This design comes from an exercise in tuning for small area on the open sky130 flow, not from production work.
Function was checked by simulation only, so behaviour that the tests miss may differ from the original.
No activity file was given, so power comes from the tool's default toggle rates.

## multicycle_core
module multicycle_core #(
   parameter logic [31:0] RESET_PC = 32'h0000_0000,
   parameter int          ADDR_W   = 32
) (
   input  logic              clk,
   input  logic              rst,
   output logic              mem_req,
   output logic              mem_we,
   output logic [ADDR_W-1:0] mem_addr,
   output logic [31:0]       mem_wdata,
   input  logic [31:0]       mem_rdata,
   input  logic              mem_ready,
   output logic              retire,
   output logic [ADDR_W-1:0] retire_pc,
   output logic              halted
);
For scale: about 1900 cells after synthesis, roughly 140 I/O pins.
export LEC_CHECK = 0
export CAP_MARGIN = 20
export CORE_MARGIN = 2
export CORE_UTILIZATION = 60
export SLEW_MARGIN = 20
create_clock -name core_clock -period 10.0 [get_ports {clk}]
standard.sh (not shown) runs the stock make flow with config.mk's settings and CLKGATE_MAP_FILE= SYNTH_SCRIPT=/design/flow/synth_recipe.tcl, a recipe that flattens the netlist after the stock synthesis.
==> flow/flow/run.sh <==
#!/bin/bash
# The standard ORFS layout (standard.sh), with these changes:
#  - synthesis without the adder cells (ADDER_MAP_FILE empty); the combinational logic of the
#    standard synthesis netlist is then re-mapped by ABC for area, with the flip-flops, their
#    names and cell types untouched (checked below; on any difference the standard netlist is
#    kept);
#  - ports buffered with buf_1;
#  - a clock tree of clkbuf_8 without dummy loads.
# Each tool's output goes to a log file of its own in this folder.
set -euo pipefail
ARGS=(ADDER_MAP_FILE=
      "BUFFER_PORTS_ARGS=-buffer_cell sky130_fd_sc_hd__buf_1"
      "CTS_ARGS=-sink_clustering_enable -repair_clock_nets -dont_use_dummy_load -buf_list sky130_fd_sc_hd__clkbuf_8 -sink_clustering_size 20 -sink_clustering_max_diameter 60")
bash standard.sh "${ARGS[@]}" synth > synth.log 2>&1

RES=orfs/results/sky130hd/multicycle_core/base
LIB=$FLOW_HOME/platforms/sky130hd/lib/sky130_fd_sc_hd__tt_025C_1v80.lib
DU=$(sed -n '/^export DONT_USE_CELLS/,/^$/p' $FLOW_HOME/platforms/sky130hd/config.mk | tr -d '\\' | tr ' ' '\n' | grep '^sky130' | sed 's/^/-dont_use /' | tr '\n' ' ')
cp $RES/1_2_yosys.v $RES/1_2_yosys_standard.v
sed -e "s#@LIB@#$LIB#g" -e "s#@DU@#$DU#g" -e "s#@IN@#$RES/1_2_yosys_standard.v#g" \
    -e "s#@OUT@#$RES/1_2_yosys_remap.v#g" flow/remap.ys > remap_run.ys
flops() { grep -E '^\s*sky130_fd_sc_hd__\S*(df|dl)\S* ' "$1" | awk '{print $1, $2}' | sort; }
if yosys -s remap_run.ys > remap.log 2>&1 && [[ -s $RES/1_2_yosys_remap.v ]] &&
   [[ "$(flops $RES/1_2_yosys_standard.v)" == "$(flops $RES/1_2_yosys_remap.v)" ]]; then
  cp $RES/1_2_yosys_remap.v $RES/1_2_yosys.v
  echo "remap: used" >> remap.log
else
  echo "remap: flip-flops differ or yosys failed; keeping the standard netlist" >> remap.log
  touch $RES/1_2_yosys.v
fi
bash standard.sh "${ARGS[@]}" finish > flow.log 2>&1
==> flow/flow/remap.ys <==
# Re-map the combinational logic of the standard synthesis netlist; flip-flops stay as they are.
read_liberty -ignore_miss_func @LIB@
read_verilog @IN@
hierarchy -top multicycle_core
setattr -mod -set keep_hierarchy 1 sky130_fd_sc_hd__dfxtp_1 sky130_fd_sc_hd__edfxtp_1
flatten
opt_clean
abc -liberty @LIB@ @DU@ -script +strash;&get,-n;&dch;&nf,-R,1000;&put;topo;dnsize
opt_clean -purge
hilomap -singleton -hicell sky130_fd_sc_hd__conb_1 HI -locell sky130_fd_sc_hd__conb_1 LO
insbuf -buf sky130_fd_sc_hd__buf_4 A X
splitnets
opt_clean -purge
stat -liberty @LIB@
select multicycle_core
write_verilog -noattr -nohex -nodec -selected @OUT@
The baseline passed the timing, design-rule and antenna checks.
Change:
--- a/flow/design.v
+++ b/flow/design.v
@@ -10,30 +10,29 @@
    output logic [31:0]       mem_wdata,
    input  logic [31:0]       mem_rdata,
    input  logic              mem_ready,
    output logic              retire,
    output logic [ADDR_W-1:0] retire_pc,
    output logic              halted
 );
-   localparam logic [3:0] ST_CLR   = 4'd0;   
-   localparam logic [3:0] ST_FWAIT = 4'd1;   
-   localparam logic [3:0] ST_EX1   = 4'd2;   
-   localparam logic [3:0] ST_DWAIT = 4'd3;   
-   localparam logic [3:0] ST_EX2   = 4'd4;   
-   localparam logic [3:0] ST_HALT  = 4'd5;
-   localparam logic [3:0] ST_AL1   = 4'd6;   
-   localparam logic [3:0] ST_AL2   = 4'd7;   
-   localparam logic [3:0] ST_EXR   = 4'd8;   
+   localparam logic [2:0] ST_CLR   = 3'd0;   
+   localparam logic [2:0] ST_FWAIT = 3'd1;   
+   localparam logic [2:0] ST_EX1   = 3'd2;   
+   localparam logic [2:0] ST_DWAIT = 3'd3;   
+   localparam logic [2:0] ST_EX2   = 3'd4;   
+   localparam logic [2:0] ST_HALT  = 3'd5;
+   localparam logic [2:0] ST_AL1   = 3'd6;   
+   localparam logic [2:0] ST_PRE2  = 3'd7;
    localparam logic [2:0] C_ILL = 3'd0;
    localparam logic [2:0] C_R   = 3'd1;
    localparam logic [2:0] C_I   = 3'd2;
    localparam logic [2:0] C_LW  = 3'd3;
    localparam logic [2:0] C_SW  = 3'd4;
    localparam logic [2:0] C_BEQ = 3'd5;
-   logic [3:0]  state;
+   logic [2:0]  state;
    logic [3:0]  ph;
    logic [2:0]  cls;
    logic [31:7] ir;
    logic [31:0] rf [1:32-1];
    logic [31:0] P, D;
    logic [29:0] A;    
    logic [1:0]  Atop;
@@ -41,16 +40,15 @@
    wire last  = (ph == 4'd15);
    wire first = (ph == 4'd0);
    wire s_clr  = (state == ST_CLR);
    wire s_fw   = (state == ST_FWAIT);
    wire s_ex1  = (state == ST_EX1);
    wire s_dw   = (state == ST_DWAIT);
    wire s_ex2  = (state == ST_EX2);
-   wire s_al2  = (state == ST_AL2);
-   wire s_exr  = (state == ST_EXR);
+   wire s_pre2 = (state == ST_PRE2);
    wire s_wait = s_fw || s_dw;
    wire [2:0] f3 = ir[14:12];
    wire [4:0] rd = ir[11:7];
    wire [4:0] ra = ir[19:15];
    wire [4:0] rb = ir[24:20];
    wire is_r   = (cls == C_R);
    wire is_alu = (cls == C_R) || (cls == C_I);
@@ -97,17 +95,18 @@
    wire [1:0] npc  = (s_ex2 && is_beq && flag) ? sum : inc3[1:0];
    wire [4:0] shamt = ir[29:25];
    wire       right = f3[2];
    wire [3:0] sj    = shamt[4:1];
    wire [4:0] tap   = right ? ({1'b0, sj} + {4'b0000, shamt[0]}) : (5'd16 - {1'b0, sj});
    wire [1:0] T     = D[1:0];
    wire [4:0] tidx  = {1'b0, ph} + tap;
-   wire       tout  = s_ex1 ? !right : s_exr ? 1'b0 : (right ? tidx[4] : !tidx[4]);
-   wire       d_sh  = !(s_dw || s_al2) &&
-                      !((s_exr || (s_ex2 && op_shift && !right)) && !tidx[4]);
+   wire       tout  = s_ex1 ? !right : s_pre2 ? 1'b0 : (right ? tidx[4] : !tidx[4]);
+   wire       d_sh  = s_dw ? 1'b0 :
+                      s_pre2 ? (op_shift && tidx[4]) :
+                      (s_ex2 && op_shift && !right) ? tidx[4] : 1'b1;
    wire [1:0] Tm    = tout ? {2{right & flag}} : T;
    wire [1:0] shout = shamt[0] ? {Tm[0], prevhi} : Tm;
    wire final_rot = (s_ex1 && op_single) || s_ex2;
    wire fetch_req = (last && (s_clr || final_rot)) || s_fw;
    wire data_req  = ((last && s_ex1) || s_dw) && (is_lw || is_sw);
    wire eq_now    = (rs1c == rs2c);
    wire eq_all    = (first ? 1'b1 : flag) && eq_now;
@@ -163,15 +162,15 @@
       if (n_op == 7'b0100011 && n_f3 == 3'b010)         n_cls = C_SW;
       if (n_op == 7'b1100011 && n_f3 == 3'b000)         n_cls = C_BEQ;
    end
    wire n_ishift = (n_op == 7'b0010011) && (n_f3[1:0] == 2'b01);
    always_ff @(posedge clk) begin
       if (!rst) begin
          state <= ST_CLR;
-         ph    <= 4'd0;
+         ph    <= 3'd0;
       end else begin
          ph <= ph + 4'd1;
          case (state)
             ST_CLR:
                if (last) state <= mem_ready ? ST_EX1 : ST_FWAIT;
             ST_FWAIT:
                if (mem_ready) state <= last ? ST_EX1 : ST_AL1;
@@ -180,21 +179,21 @@
             ST_EX1: begin
                if (first && (cls == C_ILL)) state <= ST_HALT;
                else if (first && (is_lw || is_sw) && sum != 2'b00) state <= ST_HALT;
                else if (last) begin
                   if (op_single)             state <= mem_ready ? ST_EX1 : ST_FWAIT;
                   else if (is_lw || is_sw)   state <= mem_ready ? ST_EX2 : ST_DWAIT;
                   else if (is_beq && eq_all && ir[8]) state <= ST_HALT;
-                  else if (op_shift && right) state <= ST_EXR;
+                  else if (op_shift && right) state <= ST_PRE2;
                   else                       state <= ST_EX2;
                end
             end
             ST_DWAIT:
-               if (mem_ready) state <= last ? ST_EX2 : ST_AL2;
-            ST_AL2, ST_EXR:
+               if (mem_ready) state <= last ? ST_EX2 : ST_PRE2;
+            ST_PRE2:
                if (last) state <= ST_EX2;
             ST_EX2:
                if (last) state <= mem_ready ? ST_EX1 : ST_FWAIT;
             default: state <= ST_HALT;
          endcase
       end
    end
Clock power barely changes.
Wire length goes down by 1.2%.
Core utilization came out higher by 0.15 points.
Register-to-register slack is worse by 310 ps.
Die area stays flat.
Hold slack improved by 45 ps.
Power hardly moves.
Non-clock buffer count grows by 2.
First-iteration DRC count goes down by 1.5%.
Final area stays flat.
Worst setup slack is worse by 310 ps.
Via count is about the same.

static timing again, ports no longer ideal:
How much do the figures lean on ideal ports? The routed layouts below were timed once more, with nothing changed but the port constraints. Step 1, drivers: a clkbuf_16 drives clk and a buf_2 each remaining input, both assumed. Step 2 moves the port delays by t, midway between the first and last clock arrival at a register: inputs arrive t later, outputs are due t later. That takes back most of the time a late clock gives input paths. Slacks: ideal / step 1 / step 2; pairs: ideal / step 1.
run	t, ns	setup WS [ns]	pins driven straight from the clock port
the first run	0.692	3.166 / 3.112 / 3.804	1
the second run	0.682	2.853 / 2.800 / 3.482	1
After both steps every run listed still meets setup and hold.
